Background: an optimization exercise with open tools, aiming at a short achievable clock period and few clock cycles per item. Do not read the settings as production practice.
Function was checked by simulation only, so behaviour that the tests miss may differ from the original.
No activity file was given, so power comes from the tool's default toggle rates.

==> inputs of try-umber <==
==> flow/design.v <==
module mem_arbiter_nport #(
    parameter int NUM_PORTS  = 4,
    parameter int BLOCK_SIZE = 32,
    parameter int ARB_MODE   = 1
) (
    input  logic                              clk,
    input  logic                              rst,
    input  logic [NUM_PORTS-1:0]              req_valid,
    input  logic [NUM_PORTS-1:0]              req_write,
    input  logic [NUM_PORTS-1:0]              req_single,
    input  logic [NUM_PORTS*32-1:0]           req_addr,
    input  logic [NUM_PORTS*BLOCK_SIZE*8-1:0] req_wdata,
    output logic [NUM_PORTS-1:0]              grant,
    output logic [NUM_PORTS-1:0]              resp_done,
    output logic [BLOCK_SIZE*8-1:0]           resp_rdata,
    output logic [31:0]                       addr,
    output logic                              write,
    output logic [31:0]                       wdata,
    output logic [1:0]                        transfer,
    input  logic [31:0]                       rdata,
    input  logic                              ready
);
    localparam int NP     = NUM_PORTS;
    localparam int WORDS  = BLOCK_SIZE / 4;
    localparam int LINE_W = BLOCK_SIZE * 8;
    function automatic logic [NP-1:0] rr_pick(input logic [NP-1:0] req, input logic [NP-1:0] last);
        logic [NP-1:0] pick;
        logic          found;
        pick = '0;
        for (int s = 0; s < NP; s++) begin
            if (last[s]) begin
                found = 1'b0;
                for (int i = 1; i <= NP; i++) begin
                    if (!found && req[(s + i) % NP]) begin
                        pick[(s + i) % NP] = 1'b1;
                        found = 1'b1;
                    end
                end
            end
        end
        rr_pick = pick;
    endfunction
    function automatic logic [NP-1:0] between(input logic [NP-1:0] a, input logic [NP-1:0] b);
        logic [NP-1:0] m;
        logic          inBetween;
        m = '0;
        for (int s = 0; s < NP; s++) begin
            if (a[s]) begin
                inBetween = 1'b1;
                for (int i = 1; i < NP; i++) begin
                    if (b[(s + i) % NP]) inBetween = 1'b0;
                    if (inBetween) m[(s + i) % NP] = 1'b1;
                end
            end
        end
        between = m;
    endfunction
    logic [NP-1:0] ptr;      
    logic [NP-1:0] nxt;      
    logic          nxtV;
    logic [NP-1:0] busy;     
    logic          last;     
    logic [WORDS-1:0] beatOH;
    logic [NP-1:0] cand, pickHold, pickAfter, ok;
    logic          valid, go, selNew, commit;
    assign valid  = transfer[1];
    assign go     = !valid || ready;
    assign selNew = !valid || last;
    assign cand   = req_valid & ~busy;
    assign commit = nxtV && !(|(cand & between(ptr, nxt))) && go && selNew;
    assign pickHold  = rr_pick(cand, ptr);
    assign pickAfter = rr_pick(cand & ~nxt, nxt);
    logic [NP-1:0]    srcPort;
    logic [WORDS-1:0] srcWord;
    logic [31:0]      nextWdata, newAddr;
    logic             newWrite, newSingle;
    always_comb begin
        srcPort   = selNew ? nxt : grant;
        srcWord   = selNew ? WORDS'(1) : (beatOH << 1);
        nextWdata = '0;
        newAddr   = '0;
        newWrite  = 1'b0;
        newSingle = 1'b0;
        for (int p = 0; p < NP; p++) begin
            for (int w = 0; w < WORDS; w++)
                if (srcPort[p] && srcWord[w]) nextWdata = nextWdata | req_wdata[p*LINE_W + w*32 +: 32];
            if (nxt[p]) begin
                newAddr   = newAddr | req_addr[p*32 +: 32];
                newWrite  = newWrite | req_write[p];
                newSingle = newSingle | req_single[p];
            end
        end
        newAddr = newSingle ? {newAddr[31:2], 2'b00} : {newAddr[31:5], 5'b0};
    end
    always_ff @(posedge clk or posedge rst) begin
        if (rst) begin
            ptr  <= NP'(1) << (NP - 1);
            nxt  <= '0;
            nxtV <= 1'b0;
            busy <= '0;
        end else begin
            busy <= (busy & ~resp_done) | (commit ? nxt : '0);
            if (commit) begin
                ptr  <= nxt;
                nxt  <= pickAfter;
                nxtV <= |(cand & ~nxt);
            end else begin
                nxt  <= pickHold;
                nxtV <= |cand;
            end
        end
    end
    always_ff @(posedge clk or posedge rst) begin
        if (rst) begin
            transfer  <= 2'b00;
            resp_done <= '0;
        end else begin
            resp_done <= (valid && last && ready) ? grant : '0;
            if (go) transfer <= selNew ? (commit ? 2'b10 : 2'b00) : 2'b11;
        end
    end
    always_ff @(posedge clk) begin
        if (go) begin
            wdata <= nextWdata;
            if (selNew) begin
                grant  <= nxt;
                write  <= newWrite;
                last   <= newSingle;
                beatOH <= WORDS'(1);
                addr   <= newAddr;
            end else begin
                last      <= beatOH[WORDS-2];
                beatOH    <= beatOH << 1;
                addr[4:2] <= addr[4:2] + 3'd1;
            end
        end
    end
    always_ff @(posedge clk) begin
        for (int w = 0; w < WORDS; w++)
            if (valid && !write && beatOH[w]) resp_rdata[w*32 +: 32] <= rdata;
    end
endmodule
==> flow/flow/run.sh <==
#!/bin/bash
# Standard ORFS flow with fast port buffers: buffer_ports uses buf_4 instead of its default
# pick, and the resizer may change a cell's footprint.
set -euo pipefail
sed -e 's|"${@:-finish}"|MATCH_CELL_FOOTPRINT=0 "BUFFER_PORTS_ARGS=-buffer_cell sky130_fd_sc_hd__buf_4" "${@:-finish}"|' standard.sh > flow_standard.sh
bash flow_standard.sh finish > make.log 2>&1
==> flow/standard.sh <==
#!/bin/bash
# synth_recipe.tcl (not shown) runs the flow's synth.tcl, then flattens the netlist and writes it again
# the make line also repeats each setting of config.mk as NAME=value (left out here)
make -C /OpenROAD-flow-scripts/flow DESIGN_CONFIG=/design/flow/config.mk WORK_HOME=/design/flow/orfs CLKGATE_MAP_FILE= SYNTH_SCRIPT=/design/flow/synth_recipe.tcl "${@:-finish}"
==> flow/config.mk <==
export PLATFORM = sky130hd
export DESIGN_NAME = mem_arbiter_nport
export DESIGN_NICKNAME = mem_arbiter_nport
export VERILOG_FILES = /design/flow/design.v
export SDC_FILE = /design/flow/constraint.sdc
export NUM_CORES = 4
export LEC_CHECK = 0
export ABC_CLOCK_PERIOD_IN_PS = 1500
export CAP_MARGIN = 20
export CORE_AREA = 10 10 550 550
export DIE_AREA = 0 0 560 560
export SETUP_SLACK_MARGIN = 3.3
export SLEW_MARGIN = 20
==> flow/constraint.sdc <==
create_clock -name core_clock -period 5.0 [get_ports {clk}]
set_input_delay 1.0000 -clock core_clock [delete_from_list [all_inputs] [get_ports {clk}]]
set_output_delay 1.0000 -clock core_clock [all_outputs]
set_load 0.01 [all_outputs]
==> try-nickel: changes against try-umber <==
--- a/flow/design.v
+++ b/flow/design.v
@@ -116,20 +116,25 @@
             resp_done <= '0;
+            grant     <= '0;
+            write     <= 1'b0;
+            last      <= 1'b0;
+            beatOH    <= '0;
+            addr      <= '0;
+            wdata     <= '0;
         end else begin
             resp_done <= (valid && last && ready) ? grant : '0;
-            if (go) transfer <= selNew ? (commit ? 2'b10 : 2'b00) : 2'b11;
-        end
-    end
-    always_ff @(posedge clk) begin
-        if (go) begin
-            wdata <= nextWdata;
-            if (selNew) begin
-                grant  <= nxt;
-                write  <= newWrite;
-                last   <= newSingle;
-                beatOH <= WORDS'(1);
-                addr   <= newAddr;
-            end else begin
-                last      <= beatOH[WORDS-2];
-                beatOH    <= beatOH << 1;
-                addr[4:2] <= addr[4:2] + 3'd1;
+            if (go) begin
+                wdata <= nextWdata;
+                if (selNew) begin
+                    transfer <= commit ? 2'b10 : 2'b00;
+                    grant    <= nxt;
+                    write    <= newWrite;
+                    last     <= newSingle;
+                    beatOH   <= WORDS'(1);
+                    addr     <= newAddr;
+                end else begin
+                    transfer  <= 2'b11;
+                    last      <= beatOH[WORDS-2];
+                    beatOH    <= beatOH << 1;
+                    addr[4:2] <= addr[4:2] + 3'd1;
+                end
             end
@@ -137,5 +142,9 @@
     end
-    always_ff @(posedge clk) begin
-        for (int w = 0; w < WORDS; w++)
-            if (valid && !write && beatOH[w]) resp_rdata[w*32 +: 32] <= rdata;
+    always_ff @(posedge clk or posedge rst) begin
+        if (rst) begin
+            resp_rdata <= '0;
+        end else begin
+            for (int w = 0; w < WORDS; w++)
+                if (valid && !write && beatOH[w]) resp_rdata[w*32 +: 32] <= rdata;
+        end
     end
==> flow/run.sh (new file) <==
#!/bin/bash
# synth_recipe.tcl (not shown) runs the flow's synth.tcl, then flattens the netlist and writes it again
# the make line also repeats each setting of config.mk as NAME=value (left out here)
make -C /OpenROAD-flow-scripts/flow DESIGN_CONFIG=/design/flow/config.mk WORK_HOME=/design/flow/orfs CLKGATE_MAP_FILE= SYNTH_SCRIPT=/design/flow/synth_recipe.tcl finish
Settings changed: ABC_CLOCK_PERIOD_IN_PS 1500 to default, SETUP_SLACK_MARGIN 3.3 to default.
removed: flow/flow/run.sh
removed: flow/standard.sh
==> summary.txt <==
Power density over the cells: try-umber 632 nW/um2; try-nickel 445 nW/um2
Hold crit path type: try-umber in -> async; try-nickel reg -> reg
Antenna violations before repair: try-umber 326; try-nickel 305
Result of the run: try-umber no timing/DRC/antenna violations; try-nickel no timing/DRC/antenna violations
Resize count post-CTS: try-umber 563; try-nickel 0
Final worst slack: try-umber 1.60 ns; try-nickel 1.05 ns
Fraction of the mapped netlist area in adder cells: try-umber 0.000703; try-nickel 0.000635
Primary flip-flop cell chosen by synthesis mapping: try-umber sky130_fd_sc_hd__edfxtp_1; try-nickel sky130_fd_sc_hd__dfrtp_1
Area share of the largest cell type after synthesis: try-umber 0.560; try-nickel 0.445
Sequential cell area: try-umber 10,500 um2; try-nickel 8800 um2
Post-synthesis instance area: try-umber 17,800 um2; try-nickel 19,700 um2
Number of buffers and inverters on the critical path: try-umber 3; try-nickel 1
Post-Route WL: try-umber 333,000 um; try-nickel 305,000 um
Skew final: try-umber 0.0643 ns; try-nickel 0.0654 ns
Post-Synthesis Mean Instance Area: try-umber 12.6 um2; try-nickel 10.9 um2
Time the worst path needs with I/O delays and setup: try-umber 3.40 ns; try-nickel 3.95 ns
DRC marker count from the first detailed-route iteration: try-umber 4,845; try-nickel 4,219
Share of power burned in combinational logic: try-umber 0.671; try-nickel 0.524
Filler Cells Inserted: try-umber 32,614; try-nickel 32,730
Crit path capture: try-umber wdata[5]; try-nickel wdata[8]
Multi-In Gates: try-umber 924; try-nickel 1,240
Peak supply drop: try-umber 0.338 mV; try-nickel 0.415 mV
Util after Layout: try-umber 0.146; try-nickel 0.144
First-pass GRT wire length: try-umber 384,000 um; try-nickel 366,000 um
Flop-to-flop setup slack: try-umber 1.60 ns; try-nickel 1.05 ns
Total Power: try-umber 0.0268 W; try-nickel 0.0186 W
Testbench counts of try-umber, summed over its fixed seeds: cycles 12,747, items 2,048.
Testbench counts of try-nickel, summed over its fixed seeds: cycles 12,747, items 2,048.

[port drivers added, routing unchanged]
The results above use ideal ports. As a check the final layouts listed here were re-extracted and re-timed, cells and wires unchanged.
Step 1 sets driving cells, clkbuf_16 on the clock port and buf_2 on the other inputs (assumed; they add their load-dependent delay and slew).
Step 2 also shifts input and output timing later by t, the mid clock arrival at the registers, as if the neighbouring blocks saw the same clock.
a / b / c = no drivers / after step 1 / after step 2; a / b = the first two.
run	t, ns	slack for setup (ns)	worst setup path at the end	worst slew at a driven data input, ns	cell pins on the clock port's net
try-umber	0.770	1.596 / 1.596 / 1.069	input to register	0.62	1
try-nickel	0.748	1.054 / 1.054 / 1.046	input to register	0.56	1
After both steps every run listed still meets setup and hold. The setup slack of try-umber, which loses most, moves by 0.000 ns with the drivers and by -0.527 ns with both steps.
